This is an optimization exercise on Yosys and OpenROAD, whose aim is small area, a short achievable clock period and few clock cycles per item, not a production implementation.
No run shown here included a check of the RTL's function; only the layout flow was run.

<file path="constraint.sdc">
create_clock -name core_clock -period 5.5 [get_ports {clk}]
set_input_delay 1.1000 -clock core_clock [delete_from_list [all_inputs] [get_ports {clk}]]
set_output_delay 1.1000 -clock core_clock [all_outputs]
set_load 0.01 [all_outputs]
</file>
<file path="config.mk">
export PLATFORM = sky130hd
export DESIGN_NAME = rgb_hsv_color_gate
export DESIGN_NICKNAME = rgb_hsv_color_gate
export VERILOG_FILES = /design/flow/design.v
export SDC_FILE = /design/flow/constraint.sdc
export NUM_CORES = 4
export LEC_CHECK = 0
export ABC_AREA = 1
export CAP_MARGIN = 20
export CORE_MARGIN = 2
export CORE_UTILIZATION = 40
export PLACE_DENSITY = 0.6
export SETUP_SLACK_MARGIN = 2.0
export SLEW_MARGIN = 20
</file>
<file path="design.v">
`timescale 1ns / 1ps
`timescale 1ns / 1ps
`timescale 1ns / 1ps
`timescale 1ns / 1ps
`timescale 1ns / 1ps
module rgb_hsv_color_gate (
	input  logic        clk,
	input  logic        arst_n,
	input  logic        pix_valid,
	output logic        pix_ready,
	input  logic [7:0]  pix_red,
	input  logic [7:0]  pix_green,
	input  logic [7:0]  pix_blue,
	input  logic        pix_last_of_cloud,
	output logic        hsv_valid,
	input  logic        hsv_ready,
	output logic [11:0] hsv_hue,
	output logic [11:0] hsv_saturation,
	output logic [7:0]  hsv_brightness,
	output logic        hsv_keep,
	output logic        hsv_last_out,
	input  logic        cfg_en,
	input  logic [1:0]  cfg_index,
	input  logic [7:0]  cfg_data
);
	logic [7:0] lim_hmin, lim_hmax, lim_smin, lim_smax;
	always_ff @(posedge clk or negedge arst_n) begin
		if (!arst_n) begin
			lim_hmin <= 8'd90;
			lim_hmax <= 8'd180;
			lim_smin <= 8'd40;
			lim_smax <= 8'd90;
		end else if (cfg_en) begin
			case (cfg_index)
				2'd0: lim_hmin <= cfg_data;
				2'd1: lim_hmax <= cfg_data;
				2'd2: lim_smin <= cfg_data;
				default: lim_smax <= cfg_data;
			endcase
		end
	end
	logic adv;   
	logic [6:0] vld;   
	assign adv = hsv_ready || !vld[6];
	logic [7:0] in_r, in_g, in_b;
	logic       in_last, in_valid;
	assign pix_ready = adv;
	assign in_valid  = pix_valid;
	assign {in_last, in_r, in_g, in_b} = {pix_last_of_cloud, pix_red, pix_green, pix_blue};
	logic [8:0] drg_s0_p1, dgb_s0_p1, dbr_s0_p1, dgr_s0_p1, dbg_s0_p1, drb_s0_p1;
	assign drg_s0_p1 = {1'b0, in_r} - {1'b0, in_g};
	assign dgb_s0_p1 = {1'b0, in_g} - {1'b0, in_b};
	assign dbr_s0_p1 = {1'b0, in_b} - {1'b0, in_r};
	assign dgr_s0_p1 = {1'b0, in_g} - {1'b0, in_r};
	assign dbg_s0_p1 = {1'b0, in_b} - {1'b0, in_g};
	assign drb_s0_p1 = {1'b0, in_r} - {1'b0, in_b};
	logic rge_s0_p1, gge_s0_p1, bge_s0_p1;   
	assign rge_s0_p1 = !drg_s0_p1[8];
	assign gge_s0_p1 = !dgb_s0_p1[8];
	assign bge_s0_p1 = !dbr_s0_p1[8];
	logic [7:0] v_s0_p1, d_s0_p1, x_s0_p1;
	logic [2:0] k_s0_p1;
	always_comb begin
		if (rge_s0_p1 && !drb_s0_p1[8]) begin   
			v_s0_p1 = in_r;
			if (gge_s0_p1) begin k_s0_p1 = 3'd0; d_s0_p1 = drb_s0_p1[7:0]; x_s0_p1 = dgb_s0_p1[7:0]; end
			else begin k_s0_p1 = 3'd5; d_s0_p1 = drg_s0_p1[7:0]; x_s0_p1 = drb_s0_p1[7:0]; end
		end else if (gge_s0_p1) begin   
			v_s0_p1 = in_g;
			if (bge_s0_p1) begin k_s0_p1 = 3'd2; d_s0_p1 = dgr_s0_p1[7:0]; x_s0_p1 = dbr_s0_p1[7:0]; end
			else begin k_s0_p1 = 3'd1; d_s0_p1 = dgb_s0_p1[7:0]; x_s0_p1 = dgr_s0_p1[7:0]; end
		end else begin   
			v_s0_p1 = in_b;
			if (rge_s0_p1) begin k_s0_p1 = 3'd4; d_s0_p1 = dbg_s0_p1[7:0]; x_s0_p1 = drg_s0_p1[7:0]; end
			else begin k_s0_p1 = 3'd3; d_s0_p1 = dbr_s0_p1[7:0]; x_s0_p1 = dbg_s0_p1[7:0]; end
		end
	end
	logic [7:0] m1rg_s0_p1, m1gb_s0_p1, m1br_s0_p1, m1gr_s0_p1, m1bg_s0_p1, m1rb_s0_p1, rs_s0_p1;
	assign m1rg_s0_p1 = in_r + ~in_g;
	assign m1gb_s0_p1 = in_g + ~in_b;
	assign m1br_s0_p1 = in_b + ~in_r;
	assign m1gr_s0_p1 = in_g + ~in_r;
	assign m1bg_s0_p1 = in_b + ~in_g;
	assign m1rb_s0_p1 = in_r + ~in_b;
	always_comb begin
		case (k_s0_p1)
			3'd0: rs_s0_p1 = m1rb_s0_p1;
			3'd5: rs_s0_p1 = m1rg_s0_p1;
			3'd2: rs_s0_p1 = m1gr_s0_p1;
			3'd1: rs_s0_p1 = m1gb_s0_p1;
			3'd4: rs_s0_p1 = m1bg_s0_p1;
			default: rs_s0_p1 = m1br_s0_p1;
		endcase
	end
	logic [0:0] dz_s0_p1;
	assign dz_s0_p1 = (d_s0_p1 == 8'd0);
	logic [7:0] d_q1;
	logic [0:0] dz_q1;
	logic [2:0] k_q1;
	logic [0:0] last_q1;
	logic [7:0] rs_q1;
	logic [7:0] v_q1;
	logic [7:0] x_q1;
	logic [8:0] ts_s1_s1;
	assign ts_s1_s1 = {rs_q1, (d_q1[7] ^ (|d_q1[6:0]))} - {1'b0, v_q1};
	logic [7:0] rs_s1_s1;
	assign rs_s1_s1 = ts_s1_s1[8] ? {rs_q1[6:0], (d_q1[7] ^ (|d_q1[6:0]))} : ts_s1_s1[7:0];
	logic [0:0] qs_s1_s1;
	assign qs_s1_s1 = (!ts_s1_s1[8] && !dz_q1);
	logic [7:0] rh_s1_s1;
	assign rh_s1_s1 = x_q1 - {4'd0, x_q1[7:4]} - {7'd0, (x_q1[3:0] != 4'd0)};
	logic [3:0] yb_s1_s1;
	assign yb_s1_s1 = 4'd0 - x_q1[3:0];
	logic [8:0] ts_s1_s2;
	assign ts_s1_s2 = {rs_s1_s1, (d_q1[6] ^ (|d_q1[5:0]))} - {1'b0, v_q1};
	logic [7:0] rs_s1_s2;
	assign rs_s1_s2 = ts_s1_s2[8] ? {rs_s1_s1[6:0], (d_q1[6] ^ (|d_q1[5:0]))} : ts_s1_s2[7:0];
	logic [1:0] qs_s1_s2;
	assign qs_s1_s2 = {qs_s1_s1, (!ts_s1_s2[8] && !dz_q1)};
	logic [8:0] th_s1_s2;
	assign th_s1_s2 = {rh_s1_s1, yb_s1_s1[3]} - {1'b0, d_q1};
	logic [7:0] rh_s1_s2;
	assign rh_s1_s2 = th_s1_s2[8] ? {rh_s1_s1[6:0], yb_s1_s1[3]} : th_s1_s2[7:0];
	logic [0:0] qh_s1_s2;
	assign qh_s1_s2 = (!th_s1_s2[8] && !dz_q1);
	logic [7:0] d_q2;
	logic [0:0] dz_q2;
	logic [2:0] k_q2;
	logic [0:0] last_q2;
	logic [0:0] qh_q2;
	logic [1:0] qs_q2;
	logic [7:0] rh_q2;
	logic [7:0] rs_q2;
	logic [7:0] v_q2;
	logic [3:0] yb_q2;
	logic [8:0] ts_s2_s3;
	assign ts_s2_s3 = {rs_q2, (d_q2[5] ^ (|d_q2[4:0]))} - {1'b0, v_q2};
	logic [7:0] rs_s2_s3;
	assign rs_s2_s3 = ts_s2_s3[8] ? {rs_q2[6:0], (d_q2[5] ^ (|d_q2[4:0]))} : ts_s2_s3[7:0];
	logic [2:0] qs_s2_s3;
	assign qs_s2_s3 = {qs_q2, (!ts_s2_s3[8] && !dz_q2)};
	logic [8:0] th_s2_s3;
	assign th_s2_s3 = {rh_q2, yb_q2[2]} - {1'b0, d_q2};
	logic [7:0] rh_s2_s3;
	assign rh_s2_s3 = th_s2_s3[8] ? {rh_q2[6:0], yb_q2[2]} : th_s2_s3[7:0];
	logic [1:0] qh_s2_s3;
	assign qh_s2_s3 = {qh_q2, (!th_s2_s3[8] && !dz_q2)};
	logic [8:0] ts_s2_s4;
	assign ts_s2_s4 = {rs_s2_s3, (d_q2[4] ^ (|d_q2[3:0]))} - {1'b0, v_q2};
	logic [7:0] rs_s2_s4;
	assign rs_s2_s4 = ts_s2_s4[8] ? {rs_s2_s3[6:0], (d_q2[4] ^ (|d_q2[3:0]))} : ts_s2_s4[7:0];
	logic [3:0] qs_s2_s4;
	assign qs_s2_s4 = {qs_s2_s3, (!ts_s2_s4[8] && !dz_q2)};
	logic [8:0] th_s2_s4;
	assign th_s2_s4 = {rh_s2_s3, yb_q2[1]} - {1'b0, d_q2};
	logic [7:0] rh_s2_s4;
	assign rh_s2_s4 = th_s2_s4[8] ? {rh_s2_s3[6:0], yb_q2[1]} : th_s2_s4[7:0];
	logic [2:0] qh_s2_s4;
	assign qh_s2_s4 = {qh_s2_s3, (!th_s2_s4[8] && !dz_q2)};
	logic [7:0] d_q3;
	logic [0:0] dz_q3;
	logic [2:0] k_q3;
	logic [0:0] last_q3;
	logic [2:0] qh_q3;
	logic [3:0] qs_q3;
	logic [7:0] rh_q3;
	logic [7:0] rs_q3;
	logic [7:0] v_q3;
	logic [3:0] yb_q3;
	logic [8:0] ts_s3_s5;
	assign ts_s3_s5 = {rs_q3, (d_q3[3] ^ (|d_q3[2:0]))} - {1'b0, v_q3};
	logic [7:0] rs_s3_s5;
	assign rs_s3_s5 = ts_s3_s5[8] ? {rs_q3[6:0], (d_q3[3] ^ (|d_q3[2:0]))} : ts_s3_s5[7:0];
	logic [4:0] qs_s3_s5;
	assign qs_s3_s5 = {qs_q3, (!ts_s3_s5[8] && !dz_q3)};
	logic [8:0] th_s3_s5;
	assign th_s3_s5 = {rh_q3, yb_q3[0]} - {1'b0, d_q3};
	logic [7:0] rh_s3_s5;
	assign rh_s3_s5 = th_s3_s5[8] ? {rh_q3[6:0], yb_q3[0]} : th_s3_s5[7:0];
	logic [3:0] qh_s3_s5;
	assign qh_s3_s5 = {qh_q3, (!th_s3_s5[8] && !dz_q3)};
	logic [8:0] ts_s3_s6;
	assign ts_s3_s6 = {rs_s3_s5, (d_q3[2] ^ (|d_q3[1:0]))} - {1'b0, v_q3};
	logic [7:0] rs_s3_s6;
	assign rs_s3_s6 = ts_s3_s6[8] ? {rs_s3_s5[6:0], (d_q3[2] ^ (|d_q3[1:0]))} : ts_s3_s6[7:0];
	logic [5:0] qs_s3_s6;
	assign qs_s3_s6 = {qs_s3_s5, (!ts_s3_s6[8] && !dz_q3)};
	logic [8:0] th_s3_s6;
	assign th_s3_s6 = {rh_s3_s5, 1'b0} - {1'b0, d_q3};
	logic [7:0] rh_s3_s6;
	assign rh_s3_s6 = th_s3_s6[8] ? {rh_s3_s5[6:0], 1'b0} : th_s3_s6[7:0];
	logic [4:0] qh_s3_s6;
	assign qh_s3_s6 = {qh_s3_s5, (!th_s3_s6[8] && !dz_q3)};
	logic [7:0] d_q4;
	logic [0:0] dz_q4;
	logic [2:0] k_q4;
	logic [0:0] last_q4;
	logic [4:0] qh_q4;
	logic [5:0] qs_q4;
	logic [7:0] rh_q4;
	logic [7:0] rs_q4;
	logic [7:0] v_q4;
	logic [8:0] ts_s4_s7;
	assign ts_s4_s7 = {rs_q4, (d_q4[1] ^ (|d_q4[0:0]))} - {1'b0, v_q4};
	logic [7:0] rs_s4_s7;
	assign rs_s4_s7 = ts_s4_s7[8] ? {rs_q4[6:0], (d_q4[1] ^ (|d_q4[0:0]))} : ts_s4_s7[7:0];
	logic [6:0] qs_s4_s7;
	assign qs_s4_s7 = {qs_q4, (!ts_s4_s7[8] && !dz_q4)};
	logic [8:0] th_s4_s7;
	assign th_s4_s7 = {rh_q4, 1'b0} - {1'b0, d_q4};
	logic [7:0] rh_s4_s7;
	assign rh_s4_s7 = th_s4_s7[8] ? {rh_q4[6:0], 1'b0} : th_s4_s7[7:0];
	logic [5:0] qh_s4_s7;
	assign qh_s4_s7 = {qh_q4, (!th_s4_s7[8] && !dz_q4)};
	logic [8:0] ts_s4_s8;
	assign ts_s4_s8 = {rs_s4_s7, d_q4[0]} - {1'b0, v_q4};
	logic [7:0] rs_s4_s8;
	assign rs_s4_s8 = ts_s4_s8[8] ? {rs_s4_s7[6:0], d_q4[0]} : ts_s4_s8[7:0];
	logic [7:0] qs_s4_s8;
	assign qs_s4_s8 = {qs_s4_s7, (!ts_s4_s8[8] && !dz_q4)};
	logic [8:0] th_s4_s8;
	assign th_s4_s8 = {rh_s4_s7, 1'b0} - {1'b0, d_q4};
	logic [7:0] rh_s4_s8;
	assign rh_s4_s8 = th_s4_s8[8] ? {rh_s4_s7[6:0], 1'b0} : th_s4_s8[7:0];
	logic [6:0] qh_s4_s8;
	assign qh_s4_s8 = {qh_s4_s7, (!th_s4_s8[8] && !dz_q4)};
	logic [7:0] d_q5;
	logic [0:0] dz_q5;
	logic [2:0] k_q5;
	logic [0:0] last_q5;
	logic [6:0] qh_q5;
	logic [7:0] qs_q5;
	logic [7:0] rh_q5;
	logic [7:0] rs_q5;
	logic [7:0] v_q5;
	logic [8:0] ts_s5_s9;
	assign ts_s5_s9 = {rs_q5, 1'b0} - {1'b0, v_q5};
	logic [7:0] rs_s5_s9;
	assign rs_s5_s9 = ts_s5_s9[8] ? {rs_q5[6:0], 1'b0} : ts_s5_s9[7:0];
	logic [8:0] qs_s5_s9;
	assign qs_s5_s9 = {qs_q5, (!ts_s5_s9[8] && !dz_q5)};
	logic [0:0] sge_s5_s9;
	assign sge_s5_s9 = (qs_s5_s9[8:1] >= lim_smin);
	logic [0:0] slt_s5_s9;
	assign slt_s5_s9 = (qs_s5_s9[8:1] < lim_smax);
	logic [0:0] seq_s5_s9;
	assign seq_s5_s9 = (qs_s5_s9[8:1] == lim_smax);
	logic [8:0] th_s5_s9;
	assign th_s5_s9 = {rh_q5, 1'b0} - {1'b0, d_q5};
	logic [7:0] rh_s5_s9;
	assign rh_s5_s9 = th_s5_s9[8] ? {rh_q5[6:0], 1'b0} : th_s5_s9[7:0];
	logic [7:0] qh_s5_s9;
	assign qh_s5_s9 = {qh_q5, (!th_s5_s9[8] && !dz_q5)};
	logic [8:0] ts_s5_s10;
	assign ts_s5_s10 = {rs_s5_s9, 1'b0} - {1'b0, v_q5};
	logic [7:0] rs_s5_s10;
	assign rs_s5_s10 = ts_s5_s10[8] ? {rs_s5_s9[6:0], 1'b0} : ts_s5_s10[7:0];
	logic [9:0] qs_s5_s10;
	assign qs_s5_s10 = {qs_s5_s9, (!ts_s5_s10[8] && !dz_q5)};
	logic [8:0] th_s5_s10;
	assign th_s5_s10 = {rh_s5_s9, 1'b0} - {1'b0, d_q5};
	logic [8:0] qh_s5_s10;
	assign qh_s5_s10 = {qh_s5_s9, (!th_s5_s10[8] && !dz_q5)};
	logic [0:0] dz_q6;
	logic [2:0] k_q6;
	logic [0:0] last_q6;
	logic [8:0] qh_q6;
	logic [9:0] qs_q6;
	logic [7:0] rs_q6;
	logic [0:0] seq_q6;
	logic [0:0] sge_q6;
	logic [0:0] slt_q6;
	logic [7:0] v_q6;
	logic [8:0] ts_s6_s11;
	assign ts_s6_s11 = {rs_q6, 1'b0} - {1'b0, v_q6};
	logic [7:0] rs_s6_s11;
	assign rs_s6_s11 = ts_s6_s11[8] ? {rs_q6[6:0], 1'b0} : ts_s6_s11[7:0];
	logic [10:0] qs_s6_s11;
	assign qs_s6_s11 = {qs_q6, (!ts_s6_s11[8] && !dz_q6)};
	logic [11:0] hue_s6_s11;
	assign hue_s6_s11 = {7'(qh_q6[8:5] + 7'(k_q6) * 7'd15), qh_q6[4:0]};
	logic [0:0] hok_s6_s11;
	assign hok_s6_s11 = (hue_s6_s11 >= {lim_hmin, 4'd0}) && (hue_s6_s11 <= {lim_hmax, 4'd0});
	logic [8:0] ts_s6_s12;
	assign ts_s6_s12 = {rs_s6_s11, 1'b0} - {1'b0, v_q6};
	logic [11:0] qs_s6_s12;
	assign qs_s6_s12 = {qs_s6_s11, (!ts_s6_s12[8] && !dz_q6)};
	logic [0:0] keep_s6_s12;
	assign keep_s6_s12 = hok_s6_s11 && sge_q6 && (slt_q6 || (seq_q6 && qs_s6_s12[3:0] == 4'd0));
	logic [11:0] hue_out;
	logic [11:0] qs_out;
	logic [7:0] v_out;
	logic [0:0] keep_out;
	logic [0:0] last_out;
	always_ff @(posedge clk or negedge arst_n) begin
		if (!arst_n) vld <= '0;
		else if (adv) vld <= {vld[5:0], in_valid};
	end
	always_ff @(posedge clk) begin
		if (adv) begin
			d_q1 <= d_s0_p1;
			dz_q1 <= dz_s0_p1;
			k_q1 <= k_s0_p1;
			last_q1 <= in_last;
			rs_q1 <= rs_s0_p1;
			v_q1 <= v_s0_p1;
			x_q1 <= x_s0_p1;
			d_q2 <= d_q1;
			dz_q2 <= dz_q1;
			k_q2 <= k_q1;
			last_q2 <= last_q1;
			qh_q2 <= qh_s1_s2;
			qs_q2 <= qs_s1_s2;
			rh_q2 <= rh_s1_s2;
			rs_q2 <= rs_s1_s2;
			v_q2 <= v_q1;
			yb_q2 <= yb_s1_s1;
			d_q3 <= d_q2;
			dz_q3 <= dz_q2;
			k_q3 <= k_q2;
			last_q3 <= last_q2;
			qh_q3 <= qh_s2_s4;
			qs_q3 <= qs_s2_s4;
			rh_q3 <= rh_s2_s4;
			rs_q3 <= rs_s2_s4;
			v_q3 <= v_q2;
			yb_q3 <= yb_q2;
			d_q4 <= d_q3;
			dz_q4 <= dz_q3;
			k_q4 <= k_q3;
			last_q4 <= last_q3;
			qh_q4 <= qh_s3_s6;
			qs_q4 <= qs_s3_s6;
			rh_q4 <= rh_s3_s6;
			rs_q4 <= rs_s3_s6;
			v_q4 <= v_q3;
			d_q5 <= d_q4;
			dz_q5 <= dz_q4;
			k_q5 <= k_q4;
			last_q5 <= last_q4;
			qh_q5 <= qh_s4_s8;
			qs_q5 <= qs_s4_s8;
			rh_q5 <= rh_s4_s8;
			rs_q5 <= rs_s4_s8;
			v_q5 <= v_q4;
			dz_q6 <= dz_q5;
			k_q6 <= k_q5;
			last_q6 <= last_q5;
			qh_q6 <= qh_s5_s10;
			qs_q6 <= qs_s5_s10;
			rs_q6 <= rs_s5_s10;
			seq_q6 <= seq_s5_s9;
			sge_q6 <= sge_s5_s9;
			slt_q6 <= slt_s5_s9;
			v_q6 <= v_q5;
			hue_out <= hue_s6_s11;
			qs_out <= qs_s6_s12;
			v_out <= v_q6;
			keep_out <= keep_s6_s12;
			last_out <= last_q6;
		end
	end
	assign hsv_valid      = vld[6];
	assign hsv_hue        = hue_out;
	assign hsv_saturation = qs_out;
	assign hsv_brightness = v_out;
	assign hsv_keep       = keep_out;
	assign hsv_last_out   = last_out;
endmodule
</file>
<file path="standard.sh">
#!/bin/bash
# synth_recipe.tcl (not shown) runs the flow's synth.tcl, then flattens the netlist and writes it again
# the make line also repeats each setting of config.mk as NAME=value (left out here)
make -C /OpenROAD-flow-scripts/flow DESIGN_CONFIG=/design/flow/config.mk WORK_HOME=/design/flow/orfs CLKGATE_MAP_FILE= SYNTH_SCRIPT=/design/flow/synth_recipe.tcl "${@:-finish}"
</file>
<file path="flow/run.sh">
#!/bin/bash
# The standard layout (standard.sh), except that synthesis leaves adders and
# comparators to ABC instead of mapping them onto the library's full/half adder
# cells (ADDER_MAP_FILE empty skips ORFS's extract_fa/techmap adder step).
# Each step's full output goes to its own log in this folder.
set -euo pipefail
export ADDER_MAP_FILE=
bash standard.sh synth > synth.log 2>&1
bash standard.sh floorplan > floorplan.log 2>&1
bash standard.sh place > place.log 2>&1
bash standard.sh cts > cts.log 2>&1
bash standard.sh route > route.log 2>&1
bash standard.sh finish > finish.log 2>&1
</file>
==> results of run 1 <==
## placed cells by master (no fill, tap or decap), types with 25 or more instances in the layout
master | Yosys | routed
xor2_1 | 90 | 90
nand2_1 | 1272 | 1239
edfxtp_1 | 302 | 302
nand2_4 | 20 | 37
clkdlybuf4s50_1 | 0 | 50
inv_2 | 30 | 40
nand3_1 | 342 | 335
nor2_1 | 343 | 315
o21ai_0 | 172 | 166
clkbuf_16 | 0 | 41
nor2_2 | 10 | 25
a21oi_1 | 108 | 102
buf_4 | 3 | 65
inv_1 | 488 | 471
dfrtp_1 | 25 | 25
xnor2_1 | 42 | 40
nand2_2 | 78 | 94
nand4_1 | 28 | 28
## registers in the layout, indices dropped and copies added, names as in the netlist, 9 cells and up
name     count
hue_out     12
qs_out      12
qs_q6       10
qh_q6        9
## critical path: stages
cell             delay [ns]
clkdlybuf4s50_1        0.45
inv_1                  0.05
nand2_4                0.12
clkdlybuf4s50_1        0.55
## through the flow
step / instance area (µm²) / cells
after floorplan: 25200 / 3608
after global placement: 26900 / 4501
after detailed placement: 26900 / 4501
after CTS: 28600 / 4593
after global routing: 29200 / 4636
final: 29200 / 4636
## layout make-up
class,count,share of cell area
Clock inverter,30,0.0124
Inverter,523,0.0685
Multi-Input combinational cell,2716,0.461
Timing Repair Buffer,145,0.0418
Clock buffer,44,0.0358
Tap cell,837,0.0358
Sequential cell,341,0.344
## cell families after synthesis
logic type                count (synthesis)  synth area share
and+or+nand+nor                        2169             0.371
buffers and inverters                   554            0.0851
AOI/OAI and AO/OA                       409            0.0948
DFF                                     341             0.400
xor gates and xnor gates                134            0.0477
muxes                                     1          0.000448
## path summary, 6_finish.rpt
path	startpoint	to	slack [ns]	depth (start not counted)
max	hsv_ready	pix_ready	2.12	4
min reg2reg	k_q4[1]	k_q5[1]	0.41	0
min in group asynchronous	arst_n	lim_hmin[5]	0.65	1
max in group asynchronous	arst_n	vld[6]	4.29	1
min	k_q4[1]	k_q5[1]	0.41	0
max reg2reg	d_q1[1]	rs_q2[6]	2.22	22
## layer usage
| layer | track usage | vias to the layer above | routed length, µm |
|---|---|---|---|
| li1 | - | 12000 | - |
| met1 | 0.226 | 10300 | 26700 |
| met2 | 0.361 | 483 | 31600 |
| met3 | 0.0263 | 124 | 2620 |
| met4 | 0.0698 | 0 | 2100 |
| met5 | 0 | - | 0 |
## timing repair
item / 4_1_cts / 5_1_grt
setup endpoints to repair: 39 / 67
hold buffers: 0 / 0
cloned: 3 / 0
pin swaps: 6 / 23
gates resized for setup: 92 / 152
buffers inserted: 15 / 43
==> run notes, run 1 <==
Critical path
The category of the worst setup path capture point is a primary output. The arrival time reported for the critical path endpoint is around 2.3 ns. The classification of the worst setup path is in2out. The worst setup path is launched from a primary input. Data on the critical path is required at its endpoint by ~4.4 ns. The largest fanout on the critical path is 7.

Detailed routing
Once detail routing completed, the nets flagged for antenna violations numbered 0. The first-pass iteration count of the detailed router is 6. The routed wire length per instance is ~14 µm. The total via count after detailed routing is roughly 23k. The final layout contains routed wiring with a total length of around 63,000 µm. The detailed router finished its first iteration with around 1.3k violations. In the routed layout, each cell is associated on average with a via count of a little under 5.

The number of design rule violations left after detail routing is 0.

Yosys
The net count of the mapped netlist is about 3.6k. Counting every instance in the synthesized netlist gives 3,608. The mapped netlist covers roughly 0.025 mm². The average instance in the mapped netlist occupies 6.97 µm².

For this run, the leading register cell type out of synthesis is edfxtp_1. The cell type with the largest total area after synthesis is edfxtp_1. For this run, asynchronously set or reset flops after synthesis account for 0.114. The sequential share of the synthesized area is 0.400. The portion of synthesized cell area occupied by the leading cell type is 0.361. The number of enable-type register cells in the synthesized netlist is approximately 300.

The register bit count reported by yosys is between 300 and 400. The most common cell in the synthesized netlist is nand2_1. The distinct cell type count after synthesis is 64. The commonest cells after synthesis are nand2_1, inv_1, nor2_1, nand3_1, edfxtp_1. The number of warning messages in the yosys log is 1. By area the synthesized netlist is led by edfxtp_1, nand2_1, inv_1, nand3_1, nor2_1.

STA
The setup TNS is 0 ns. The final hold violation count came to 0. Headroom to the max-slew limit came out at 0.311.

Setup repair after global routing could not meet its margin everywhere. The time the worst path needs with I/O delays and setup is between 3 and 4 ns. Clock skew on the completed layout was measured at roughly 0.016 ns.

Setup slack on the critical path of the routed design comes to about 2.1 ns. The number of setup violations in the final report is 0. For the pin with the worst max-slew slack, the measured transition is 1.03 ns. The post-route clock period utilization is 0.615. The final max-slew violation count is 0. The final worst hold slack is 0.411 ns. Derived from the worst setup path, the maximum achievable clock frequency is between 200 and 300 MHz.

Finish
The share of final-layout standard cells stronger than drive strength 1 is 0.129. The number of antenna diodes in the final layout is 0. The sequential cell area is just over 0.01 mm². Measured on the finished design, the core utilization comes to 0.472. In the final design database the tool counted between 3k and 4k nets. The area of the multi-input gates is around 0.013 mm². The number of filler cells placed in the layout is 6,299. The area added between synthesis and finish is 16.3%.

Clocking
The later pin in the worst-skew pair is clocked with a latency of ~0.57 ns. No sink is reached through more buffers than the 3 on the longest clock path. The clock tree from TritonCTS is yes.

The post-CTS clock slew at the launch and capture registers of the worst setup and hold paths is roughly 0.060 ns. CTS built an H-tree with a depth of 2. The number of clock buffers added by TritonCTS is slightly above 40.

The clock root buffer is clkbuf_16. The clock net in this run drives a total of between 300 and 400 sinks.

Placement
The post-detailed-placement half-perimeter wirelength is around 48,000 µm. The placer's final routability congestion estimate is 0.938. Buffers placed on the I/O ports in this run total between 70 and 80. The post-place setup slack is 0.710 ns.

Run
The tool flagged a number of max-cap violations equal to 0.

Global route
The number of global-route vias before repair came to around 22k. The number of antenna violations at the first check in global routing is 0. The leftover overflow at the end of global routing is 0.

The wire length of the first global-routing pass is between 100,000 and 150,000 µm. The combined global-route utilization of all metal layers is 0.194. Entering global routing, the biggest net connects 189 pins.

Die
The floorplan die area is 0.0648 mm². The floorplan step set the die width to around 250 µm. For this configuration, the core starts out at a cell density of 0.406. The core area is between 0.06 and 0.07 mm². Pin placement for this block handled 76 I/O pins. In this run the core area contains between 90 and 100 standard-cell rows. The die is 255 µm tall.

Status
The flow ran to the end and the layout has no timing, DRC or antenna violations.

Min path
The worst hold path belongs to the class reg2reg.
==> run 2, diff against run 1 <==
--- a/config.mk
+++ b/config.mk
@@ -10,5 +10,4 @@
 export CORE_MARGIN = 2
 export CORE_UTILIZATION = 40
 export PLACE_DENSITY = 0.6
-export SETUP_SLACK_MARGIN = 2.0
 export SLEW_MARGIN = 20
==> run 2 against run 1 <==
Against the previous run: sequential cell count is the same; cell count decreased by 1.3%; hold slack gained 0.0039 ns; count of clock-buffer cells in the layout increased by 5; still clean on timing, DRC and antenna; first-iteration DRC count decreased by 3.3%.
==> run notes, run 2 <==
Status
The flow ran to the end and the layout has no timing, DRC or antenna violations.

Placement
The number of buffers added on ports is 75. Routability-driven placement finished with a final weighted congestion of between 0.9 and 1. The post-detailed-placement half-perimeter wirelength is a little under 50,000 µm.

Critical path
The worst setup path is captured at a flip-flop. The library cell contributing the largest single delay on the critical path is clkdlybuf4s50_1. The required time of the worst setup path is about 5.8 ns. The worst setup path is of the in2reg kind. Traced cell by cell, the critical path runs through clkdlybuf4s50_1 -> inv_2 -> nor2_1 -> inv_1 -> a21oi_1 -> o21ai_2 -> nand4_2 -> nand2_4 -> nand2_2 -> nand2_1 -> o211ai_2 -> nand2_1 -> nor2_1 -> nand3_1 -> nand3_1 -> nand2_1 -> nand3_1 -> nand3_1.

Among the stages of the critical path, the cell type that occurs most often is nand3_1. The worst reg-to-reg setup slack is 1.83 ns. STA classifies the critical path startpoint as a primary input. The launching instance or port of the critical path is pix_green[0]. The maximum cell stage delay along the critical path is 0.64 ns. The largest fanout on the critical path is 24. At the worst endpoint, the arrival time is 4.68 ns.

The endpoint identified for the worst register-to-register timing path is rs_q2[3]. The worst register-to-register path begins at d_q1[1]. Following the worst setup path forward leads to its endpoint at rs_q1[5].

The depth of the most critical reg-to-reg path is 22.

Clocking
The count of hold-fix buffers inserted at cts is 0. The clock tree from TritonCTS is yes. The tree built by TritonCTS fans out to between 300 and 400 sinks. The post-CTS clock slew at the launch and capture registers of the worst setup and hold paths is ~0.060 ns. Once the clock tree was built, the resizer swapped 0 gates to a different size. Post-CTS timing repair inserted 0 buffers for setup. The clock passes through at most 3 buffers.

The number of clock buffers inserted by TritonCTS is 42. The clock root buffer is clkbuf_16. The H-tree was split into 2 levels.

The clock latency on the worst-skew pair is 0.58 ns.

Yosys
The cell type with the largest total area after synthesis is edfxtp_1. After synthesis, the cell types taking the most area are edfxtp_1, nand2_1, inv_1, nand3_1, nor2_1. The mapped netlist covers ~0.025 mm². The net count of the mapped netlist is between 3k and 4k. The largest family of logic cells by synthesized area is simple AND/OR/NAND/NOR gates. The portion of synthesized cell area occupied by the leading cell type is 0.361. The register bit count reported by yosys is 341. The cell with the most instances after synthesis is nand2_1. The fraction of the mapped netlist area in compound gates came to 0.0948.

The per-instance average area after synthesis is ~7 µm². The distinct cell type count after synthesis is 64. For this run, the number of Yosys warnings is 1. Counting every instance in the synthesized netlist gives 3,608. The main flop type after synthesis is edfxtp_1.

The post-synthesis share of cell area spent on full adders, half adders and majority gates is 0. Of the total synthesized cell area, the portion taken by AND, OR, NAND and NOR gates is 0.371. The xor/xnor cell area share of the yosys netlist is 0.0477.

The post-synthesis mux area share is 0.000448. The number of enable-type register cells in the synthesized netlist is a little over 300. The commonest cells after synthesis are nand2_1, inv_1, nor2_1, nand3_1, edfxtp_1. The share of the Yosys chip area taken by registers is 0.400. The share of synthesized flip-flops with an asynchronous set or reset is 0.114.

STA
Of the available clock period, the critical path in the final layout requires 0.793. The clock tree skew after final layout is between 0.02 and 0.025 ns. The time the worst path needs with I/O delays and setup is approximately 4.4 ns. The final hold violation count is 0. Setup repair after global routing left no endpoint under its margin. The final max-slew violation count was 0. In the final timing run, aggregate negative setup slack is 0 ns.

The number of setup violations in the final report is 0. The highest achievable clock rate is between 200 and 250 MHz. The headroom to the max-slew limit is 0.358. The transition at the pin with the smallest max-transition slack is about 0.96 ns.

Finish
The largest registers in the layout are hue_out x12, qs_out x12, qs_q6 x10. The total inserted antenna cells is 0. Of the cells placed in the final design, the portion with a size suffix greater than 1 is 0.0810. The most common cell after layout, fill and taps aside is nand2_1. Relative to the synthesized area, the layout overhead comes to 12.6%. The net count of the finished layout is roughly 3.7k. The library cells used most frequently in the layout, excluding fill and tap cells, are nand2_1, inv_1, nor2_1.

Once layout is complete, the utilization of the core stands at 0.457.

Global route
For this run, global-route usage on met1 was measured as 0.220. For this run, the total global-route usage over all layers was measured as 0.190. The wire length of the first global-routing pass is 101,000 µm. The pin count of the biggest net entering global routing is about 170. The leftover overflow at the end of global routing is 0. The global routing's busiest layer is met2. The number of antenna violations at the first check in global routing is 0. The global-route met3 utilization is 0.0264.

In the global route stage, met2 resource usage came out at 0.351. The number of global-route vias before repair is about 21k.

Detailed routing
The detailed-route vias per instance is between 4 and 5. The routed wire length per instance is 13.3 µm. In this run, the number of DRC markers left after iteration 0 of detailed routing was between 1k and 1.5k. The detail route stage leaves a number of antenna-violating nets equal to 0. The pre-antenna-repair detailed-routing pass consisted of 5 iterations.

The total via count after detailed routing is ~22k. The number of design rule violations left after detail routing is 0. Summed over all layers, the routed wires come to roughly 61,000 µm.

Die
The floorplan die area is between 0.06 and 0.07 mm². From left edge to right edge, the die measures 255 µm. The starting density of the core is 0.406.

The number of core rows is 91. From bottom edge to top edge, the die measures 255 µm. For this design the top-level I/O count stands at 76. The core area is between 0.06 and 0.07 mm².

Min path
The tightest min-delay check is of the reg2reg type.

Run
The tool flagged a number of max-cap violations equal to 0.
-- run 2: cell counts after synthesis --
No cell type changed its count.
-- run 2: critical path, delay by kind of cell --
family / cells / cell delay [ns]
and+or+nand+nor: 12 / 2.18
buffers and inverters: 3 / 0.81
AOI/OAI and AO/OA: 3 / 0.57
-- run 2: kinds of logic after synthesis --
kind of cell,Yosys count
compound gates,409
simple gates,2169
mux,1
buf+inv,554
xor+xnor,134
flops,341
-- run 2: how the worst min path moves through the flow --
stage | slack (ns) | from | end | cells after the start
finish | 0.41 | qh_q4[4] | qh_q5[6] | 0
global route | 0.42 | qh_q4[4] | qh_q5[6] | 0
CTS | 0.41 | qs_q3[2] | qs_q4[4] | 0
detailed placement | 0.40 | qh_q4[3] | qh_q5[5] | 0
global placement | 0.40 | qh_q5[6] | qh_q6[8] | 0
floorplan | 0.40 | k_q1[0] | k_q2[0] | 0
-- run 2: layer usage --
metal	up-vias	part of all wire
li1	11900	-
met1	9928	0.43
met2	378	0.50
met3	145	0.037
met4	0	0.038
met5	-	0
-- run 2: area by class of cell --
type                    count  area (µm²)
well taps                 837        1050
clock buffers              49        1080
fillers                  6388       33600
multi-input cells        2713       12900
clock inverters            27         340
repair buffers             87         861
inverters                 523        1970
flip-flops and latches    341       10100
-- run 2: through the flow --
stage / hold slack [ns] / area [µm²] / setup slack, ns / instances
after floorplan: 0.400 / 25100 / 0.933 / 3608
after global placement: 0.401 / 26900 / 0.655 / 4501
after detailed placement: 0.405 / 26900 / 0.641 / 4501
after CTS: 0.407 / 28300 / 1.26 / 4577
after global routing: 0.420 / 28300 / 0.903 / 4577
final: 0.415 / 28300 / 1.14 / 4577
==> run 3, diff against run 2 <==
--- a/config.mk
+++ b/config.mk
@@ -10,4 +10,5 @@
 export CORE_MARGIN = 2
 export CORE_UTILIZATION = 40
 export PLACE_DENSITY = 0.6
+export SETUP_SLACK_MARGIN = 2.6
 export SLEW_MARGIN = 20
==> run 3 against run 2 <==
Against the previous run: still clean; area after synthesis unchanged; via count increased by 16%; register-to-register slack improved by 0.52 ns; count of clock-buffer cells in the layout increased by 3; critical path type unchanged.
==> run notes, run 3 <==
Status
The run finished with no timing, DRC or antenna violations.

Global route
The number of antenna violations at the first check in global routing came to 0. Global routing finished with a remaining overflow of 0. The combined global-route utilization of all metal layers is 0.219. The first global-routing pass estimated between 100,000 and 150,000 µm of wire.

The number of global-route vias before repair came to ~24k. Entering global routing, the biggest net connects 147 pins.

Critical path
The required time of the worst setup path is between 5 and 6 ns. Data arrives at the worst endpoint at between 3 and 4 ns. The classification of the worst setup path is in2reg. The largest fanout on the critical path is 6. The worst setup path is launched from a primary input. The worst setup path is captured at a flip-flop.

Clocking
For this design, the CTS-stage hold fixing added 0 buffers. No sink is reached through more buffers than the 3 on the longest clock path. The number of clock buffers inserted by TritonCTS is 40.

The post-CTS clock slew at the launch and capture registers of the worst setup and hold paths is 0.06 ns. The tree built by TritonCTS fans out to approximately 340 sinks. The clock tree from TritonCTS is yes. At the later pin of the worst-skew pair, clock insertion delay measures slightly below 0.6 ns.

The number of H-tree levels is 2. The tree is rooted in a clkbuf_16.

STA
The worst pin sits at a relative slew slack of 0.336. Setup repair after global routing could not meet its margin everywhere. The number of setup violations in the final report is 0.

The final max-slew violation count was 0. The post-route clock period utilization is 0.581. Subtracting the final worst setup slack from the clock period gives ~3.2 ns. The final hold violation count is 0. The clock tree skew after final layout is roughly 0.027 ns. For the final routed database, the setup TNS stands at 0 ns. For the pin with the worst max-slew slack, the measured transition is ~1.0 ns. Based on the critical path, the design can be clocked at up to 313 MHz.

Yosys
Synthesis inferred between 300 and 400 register bits. The sequential share of the synthesized area is 0.400. By area the synthesized netlist is led by edfxtp_1, nand2_1, inv_1, nand3_1, nor2_1. The number of nets handed over by synthesis was approximately 3.6k. In the synthesized netlist the dominant register cell turns out to be edfxtp_1.

The commonest cells after synthesis are nand2_1, inv_1, nor2_1, nand3_1, edfxtp_1. The per-instance average area after synthesis is 6.97 µm². For this run, the number of Yosys warnings is 1. Of the post-synthesis cell area, the dominant cell type holds 0.361. Yosys mapped a number of flops with a built-in enable equal to between 300 and 400. The cell with the most instances after synthesis is nand2_1. The number of instances in the synthesized netlist is between 3k and 4k. The netlist area before placement is between 0.02 and 0.03 mm². For this run, asynchronously set or reset flops after synthesis account for 0.114. The distinct cell type count after synthesis is 64. The cell type with the largest total area after synthesis is edfxtp_1.

Finish
The top cell types in the final layout, fill and taps aside, are nand2_1, inv_1, buf_4. After filler insertion, the fill cell instance count of the layout stands at between 5k and 6k. The most common cell after layout, fill and taps aside is nand2_1. The final layout contains roughly 4.2k nets. The final cell area excluding filler cells is between 0.03 and 0.04 mm². The largest registers in the layout are hue_out x12, qs_out x12, qs_q6 x10. The share of final-layout standard cells stronger than drive strength 1 is 0.401.

The total inserted antenna cells is 0. The filler-free cell count of the finished design is approximately 5.0k. The area growth from synthesis to layout is 48.5%.

Detailed routing
The detailed-route vias per instance is between 5 and 6. The first detailed-routing pass took 5 iterations. Dividing the detail-routed wire length by the instance count gives between 15 and 20 µm. The highest metal layer carrying signal wires in the routed design is met4. The met3 wirelength from detailed routing is 3600 µm. The routed wire length is 79,400 µm. For this block, wires on met1 add up to 30,000 µm. The total via count after detailed routing is 25.9k. In the routed design, unresolved DRC markers number 0. The remaining antenna violation count after routing is 0. Detailed routing placed a total of between 40,000 and 50,000 µm of wire on met2. The count of routing violations after the opening detailed-route iteration is roughly 1.6k.

Placement
The post-detailed-placement half-perimeter wirelength is 48,400 µm. After detailed placement, the design holds a cell count of between 4k and 5k. The count of buffers added on input and output ports is 75. The placed standard-cell area is 0.0269 mm². The congestion estimate from routability-driven global placement came to just over 0.9.

Run
The max-capacitance violation count is 0.

Die
The number of I/O pins is 76. The number of core rows is 91. In this run the vertical extent of the chip is roughly 250 µm. The width of the die is approximately 250 µm. The core area is slightly above 0.06 mm². The floorplan die area is ~0.065 mm².

The initial utilization of the core area, before any placement, comes to 0.406.

Min path
The class of the tightest hold or removal check is reg2reg.
==> run 3: timing repair <==
item	CTS	global route
gates resized for setup	775	929
endpoints found under the setup margin	120	103
pin swaps	213	337
cloned	15	3
setup buffers	235	163
==> run 3: path summary, 6_finish.rpt <==
kind / depth (start not counted) / slack [ns] / from / to
worst max-delay path: 23 / 2.31 / pix_red[2] / rs_q1[7]
worst min-delay path: 0 / 0.41 / k_q4[1] / k_q5[1]
worst max register to register: 22 / 2.35 / d_q1[5] / rs_q2[2]
worst min register to register: 0 / 0.41 / k_q4[1] / k_q5[1]
max in group asynchronous: 1 / 4.26 / arst_n / vld[6]
min in group asynchronous: 1 / 0.65 / arst_n / lim_hmin[5]
==> run 3: critical path, cell delays in order <==
cell	delay [ns]
buf_12	0.12
inv_4	0.07
nand2_4	0.07
nand2_1	0.07
inv_2	0.08
nand2_4	0.07
o21ai_4	0.18
nand4_4	0.16
nand2_8	0.16
buf_12	0.16
nand2_8	0.09
o21ai_0	0.22
nand2_1	0.14
nand2_4	0.13
nor2_2	0.07
nor2_1	0.14
nand2_1	0.09
nand2_1	0.06
nand2_1	0.05
nand2_1	0.06
nand2_1	0.05
nand2_1	0.09
nand3_2	0.07
==> run 3: layout make-up <==
class	instances	area, µm²	area share
repair buffers	481	4130	0.111
inverters	523	2140	0.0574
clock buffers	52	1100	0.0294
flip-flops and latches	341	10100	0.270
well taps	837	1050	0.0281
multi-input cells	2731	18600	0.499
clock inverters	20	226	0.00607
==> run 3: cell families after synthesis <==
family | Yosys count | share of synthesized area
flip-flops | 341 | 0.400
XOR/XNOR | 134 | 0.0477
AND/OR/NAND/NOR | 2169 | 0.371
multiplexers | 1 | 0.000448
AO/OA/AOI/OAI | 409 | 0.0948
buffers and inverters | 554 | 0.0851
==> run 3: layer usage <==
layer / GRT usage / vias up
li1: - / 12700
met1: 0.255 / 12100
met2: 0.406 / 792
met3: 0.0255 / 321
met4: 0.0892 / 0
met5: 0 / -
==> run 3: per-stage QoR <==
step / setup slack [ns] / utilization / hold slack (ns)
finish: 2.31 / 0.602 / 0.414
global placement: 0.543 / 0.435 / 0.401
detailed placement: 0.633 / 0.435 / 0.405
global route: 2.19 / 0.602 / 0.421
CTS: 2.38 / 0.524 / 0.412
floorplan: 2.24 / - / 0.400
==> run 4, diff against run 3 <==
--- a/config.mk
+++ b/config.mk
@@ -10,5 +10,5 @@
 export CORE_MARGIN = 2
 export CORE_UTILIZATION = 40
 export PLACE_DENSITY = 0.6
-export SETUP_SLACK_MARGIN = 2.6
+export SETUP_SLACK_MARGIN = 3.0
 export SLEW_MARGIN = 20
==> run 4 against run 3 <==
Against the previous run: still clean on timing, DRC and antenna; design area grew 6.7%; sequential share of layout area fell by 1.7 points; setup slack got worse by 0.033 ns; area after synthesis stayed put; maximum frequency down 1.0%; critical endpoint is now dz_q1.
==> run notes, run 4 <==
STA
The setup TNS is 0 ns. Dividing the final minimum period by the clock period gives 0.587. The final max-slew violation count is 0.

At the pin with the least slew margin, the transition time is between 1 and 1.5 ns. After layout, the minimum clock period comes to roughly 3.2 ns. The highest achievable clock rate is around 310 MHz. The final worst hold slack is ~0.41 ns.

The final hold violation count is 0. The number of setup violations in the final report is 0. After layout, the worst setup slack is between 2 and 2.5 ns. Setup repair after global routing could not meet its margin everywhere. The worst pin sits at a relative slew slack of 0.315. For the final database, setup skew stands at 0.0191 ns.

Finish
The sequential cells in the finished layout cover a total of 0.0101 mm². Summing all multi-input logic gate instances after layout gives about 0.020 mm². Once layout is done, the placed cells without fillers occupy around 0.04 mm². The number of filler cells placed in the layout is approximately 4.7k. The count of cells in the finished layout, fillers not included, comes to 5,163. The area added between synthesis and finish is 58.4%. In the final layout, the share of cells above drive strength 1 is 0.459. Leaving out fill and tap cells, the most frequent cell in the layout is nand2_1. For this run, the post-layout net count is between 4k and 5k. 0 antenna diodes ended up in the layout. The largest registers in the layout are hue_out x12, qs_out x12, qs_q6 x10. In the layout the commonest cells are nand2_1, buf_4, inv_1.

Critical path
The launch instance of the worst register-to-register path is d_q1[5]. The depth of the most critical reg-to-reg path is 21. The required time of the worst setup path is between 5 and 6 ns. The category of the worst setup path capture point is a flip-flop. The last element of the critical path is dz_q1.

Data on the critical path arrives at its endpoint at roughly 3.5 ns. The most critical setup path has its startpoint at pix_red[1]. The classification of the worst setup path is in2reg. In this run the critical register-to-register path is captured at rs_q2[5]. The worst reg-to-reg setup slack is roughly 2.3 ns.

The largest fanout on the critical path is 6. The worst setup path is launched from a primary input.

Yosys
In the synthesized netlist, the cells that appear most often are nand2_1, inv_1, nor2_1, nand3_1, edfxtp_1. The share of synthesized flip-flops with an asynchronous set or reset is 0.114. The cell with the most instances after synthesis is nand2_1.

The per-instance average area after synthesis is between 6 and 7 µm². In this run, synthesis produced a sequential element count of ~340. The number of nets handed over by synthesis was between 3k and 4k. In the synthesized netlist, the number of instances is between 3k and 4k. The number of warning messages in the yosys log is 1. The synthesized design contains between 300 and 400 enable-type register cells.

The share of the Yosys chip area taken by registers is 0.400. After synthesis the cells add up to 0.0251 mm². The main flop type after synthesis is edfxtp_1.

edfxtp_1 takes more of the synthesized area than any other cell. Counting distinct cell types in the post-synthesis netlist gives 64. The portion of synthesized cell area occupied by the leading cell type is 0.361. Yosys attributes the largest share of cell area to edfxtp_1, nand2_1, inv_1, nand3_1, nor2_1.

Clocking
The number of H-tree levels is 2. CTS saw between 300 and 400 sinks. The clock root buffer is clkbuf_16. The post-CTS clock slew at the launch and capture registers of the worst setup and hold paths is approximately 0.06 ns.

The clock latency on the worst-skew pair is 0.59 ns. The number of clock buffers inserted by TritonCTS is 42. Buffers inserted to repair hold after CTS numbered 0. The maximum clock insertion buffer count is 3. The clock tree from TritonCTS is yes.

Placement
Prior to clock tree synthesis, the placed netlist has a worst setup slack of 0.597 ns. The placer's final routability congestion estimate is around 0.94. The placed standard-cell area is between 0.02 and 0.03 mm².

After detailed placement, the design holds a cell count of between 4k and 5k. The number of buffers added on ports is 75. Summed over all nets, the half-perimeter wirelength after detailed placement is 48,200 µm.

Global route
The pin count of the biggest net entering global routing is between 150 and 200. Global routing finished with a remaining overflow of 0. The number of global-route vias before repair came to around 26k.

The number of antenna violations at the first check in global routing was 0. The combined global-route utilization of all metal layers is 0.238. The wire length of the first global-routing pass is between 100,000 and 150,000 µm.

Die
Measured along the y axis, the die boundary spans between 200 and 300 µm. In this run the horizontal extent of the chip is approximately 250 µm. The floorplan die area is 0.0648 mm². During I/O placement, the number of pins put on the boundary was between 70 and 80.

Row generation in the floorplan step produced between 90 and 100 rows. The starting density of the core is 0.406. After floorplanning, the core was sized to cover about 0.062 mm².

Detailed routing
The count of routing violations after the opening detailed-route iteration is ~1.9k. The detailed-route vias per instance is roughly 5.3. For this run, design rule violations remaining after detail routing come to 0.

Detailed routing inserted a total of between 20k and 30k vias. The routed design has a little under 90,000 µm of wire. In the final routed layout, each cell accounts on average for 16.9 µm. The detail route stage leaves a number of antenna-violating nets equal to 0. The first detailed-routing pass ran for 6 iterations.

Status
The run finished with no timing, DRC or antenna violations.

Min path
In this run the worst hold path is classified as reg2reg.

Run
The max-capacitance violation count is 0.
run 4: layout make-up:
type	count	share of cell area
Timing Repair Buffer	648	0.138
Tap cell	837	0.0263
Clock buffer	50	0.0272
Inverter	523	0.0531
Sequential cell	341	0.253
Clock inverter	26	0.00569
Multi-Input combinational cell	2738	0.497
run 4: logic make-up (layout without fill, tap and decap cells):
family	after synthesis	count (layout)	share of synthesized area
compound gates	409	409	0.0948
xor+xnor	134	134	0.0477
buf+inv	554	1247	0.0851
flops	341	341	0.400
mux	1	1	0.000448
simple gates	2169	2194	0.371
run 4: worst min path at each step:
stage	startpoint	end	slack, ns	depth (start not counted)
final	k_q4[2]	k_q5[2]	0.41	0
after global routing	k_q5[0]	k_q6[0]	0.41	0
after CTS	k_q4[2]	k_q5[2]	0.40	0
after detailed placement	qh_q5[1]	qh_q6[3]	0.40	0
after global placement	qs_q3[3]	qs_q4[5]	0.40	0
after floorplan	k_q1[0]	k_q2[0]	0.40	0
run 4: per-layer routing:
metal / global-route usage / part of all wire / up-vias
met5: 0 / 0 / -
met4: 0.132 / 0.063 / 0
met3: 0.0340 / 0.045 / 394
met2: 0.451 / 0.52 / 968
met1: 0.254 / 0.37 / 12800
li1: - / - / 13100
run 4: metrics by stage:
stage / utilization
6_report: 0.643
5_1_grt: 0.643
4_1_cts: 0.574
3_5_place_dp: 0.435
3_3_place_gp: 0.435
2_1_floorplan: -
run 4: repair_timing:
action,4_1_cts,5_1_grt
setup buffers,392,174
setup endpoints to repair,381,119
gates cloned,25,1
pin swaps,339,374
resized for setup,1278,737
run 4: worst max-delay path, stage by stage:
cell and delay (ns):
buf_8 0.11, clkinvlp_4 0.18, nand2_4 0.09, buf_6 0.12, a21oi_4 0.19, o21ai_4 0.09
a21oi_4 0.16, buf_12 0.17, inv_12 0.05, nand2_8 0.12, buf_6 0.12, clkinvlp_4 0.12
nor2_4 0.26, o21ai_0 0.19, o211ai_1 0.25, nor2_1 0.07, nand3_1 0.07, nor4_1 0.04

## port drivers added, routing unchanged
The flow's constraints put no driver on any port. The routed layouts listed below were extracted and timed again, unchanged, in two steps. Step 1, drivers: a clkbuf_16 drives clk and a buf_2 each remaining input, both assumed. Step 2 moves the port delays by t, midway between the first and last clock arrival at a register: inputs arrive t later, outputs are due t later. That takes back most of the time a late clock gives input paths. a / b / c = ideal / step 1 / step 2; a / b = the first two.
| run | shift t [ns] | setup WS [ns] | slew at the worst register clock pin (ns) | worst slew at a driven data input, ns |
|---|---|---|---|---|
| run 1 | 0.625 | 2.117 / 2.089 / 1.541 | 0.06 / 0.06 | 0.04 |
| run 2 | 0.628 | 1.139 / 1.167 / 0.539 | 0.06 / 0.06 | 0.04 |
| run 3 | 0.627 | 2.306 / 2.299 / 1.672 | 0.06 / 0.06 | 0.07 |
| run 4 | 0.637 | 2.273 / 2.294 / 1.657 | 0.06 / 0.06 | 0.06 |
After both steps every run listed still meets setup and hold. The setup slack of run 3, which loses most, moves by -0.007 ns with the drivers and by -0.634 ns with both steps.
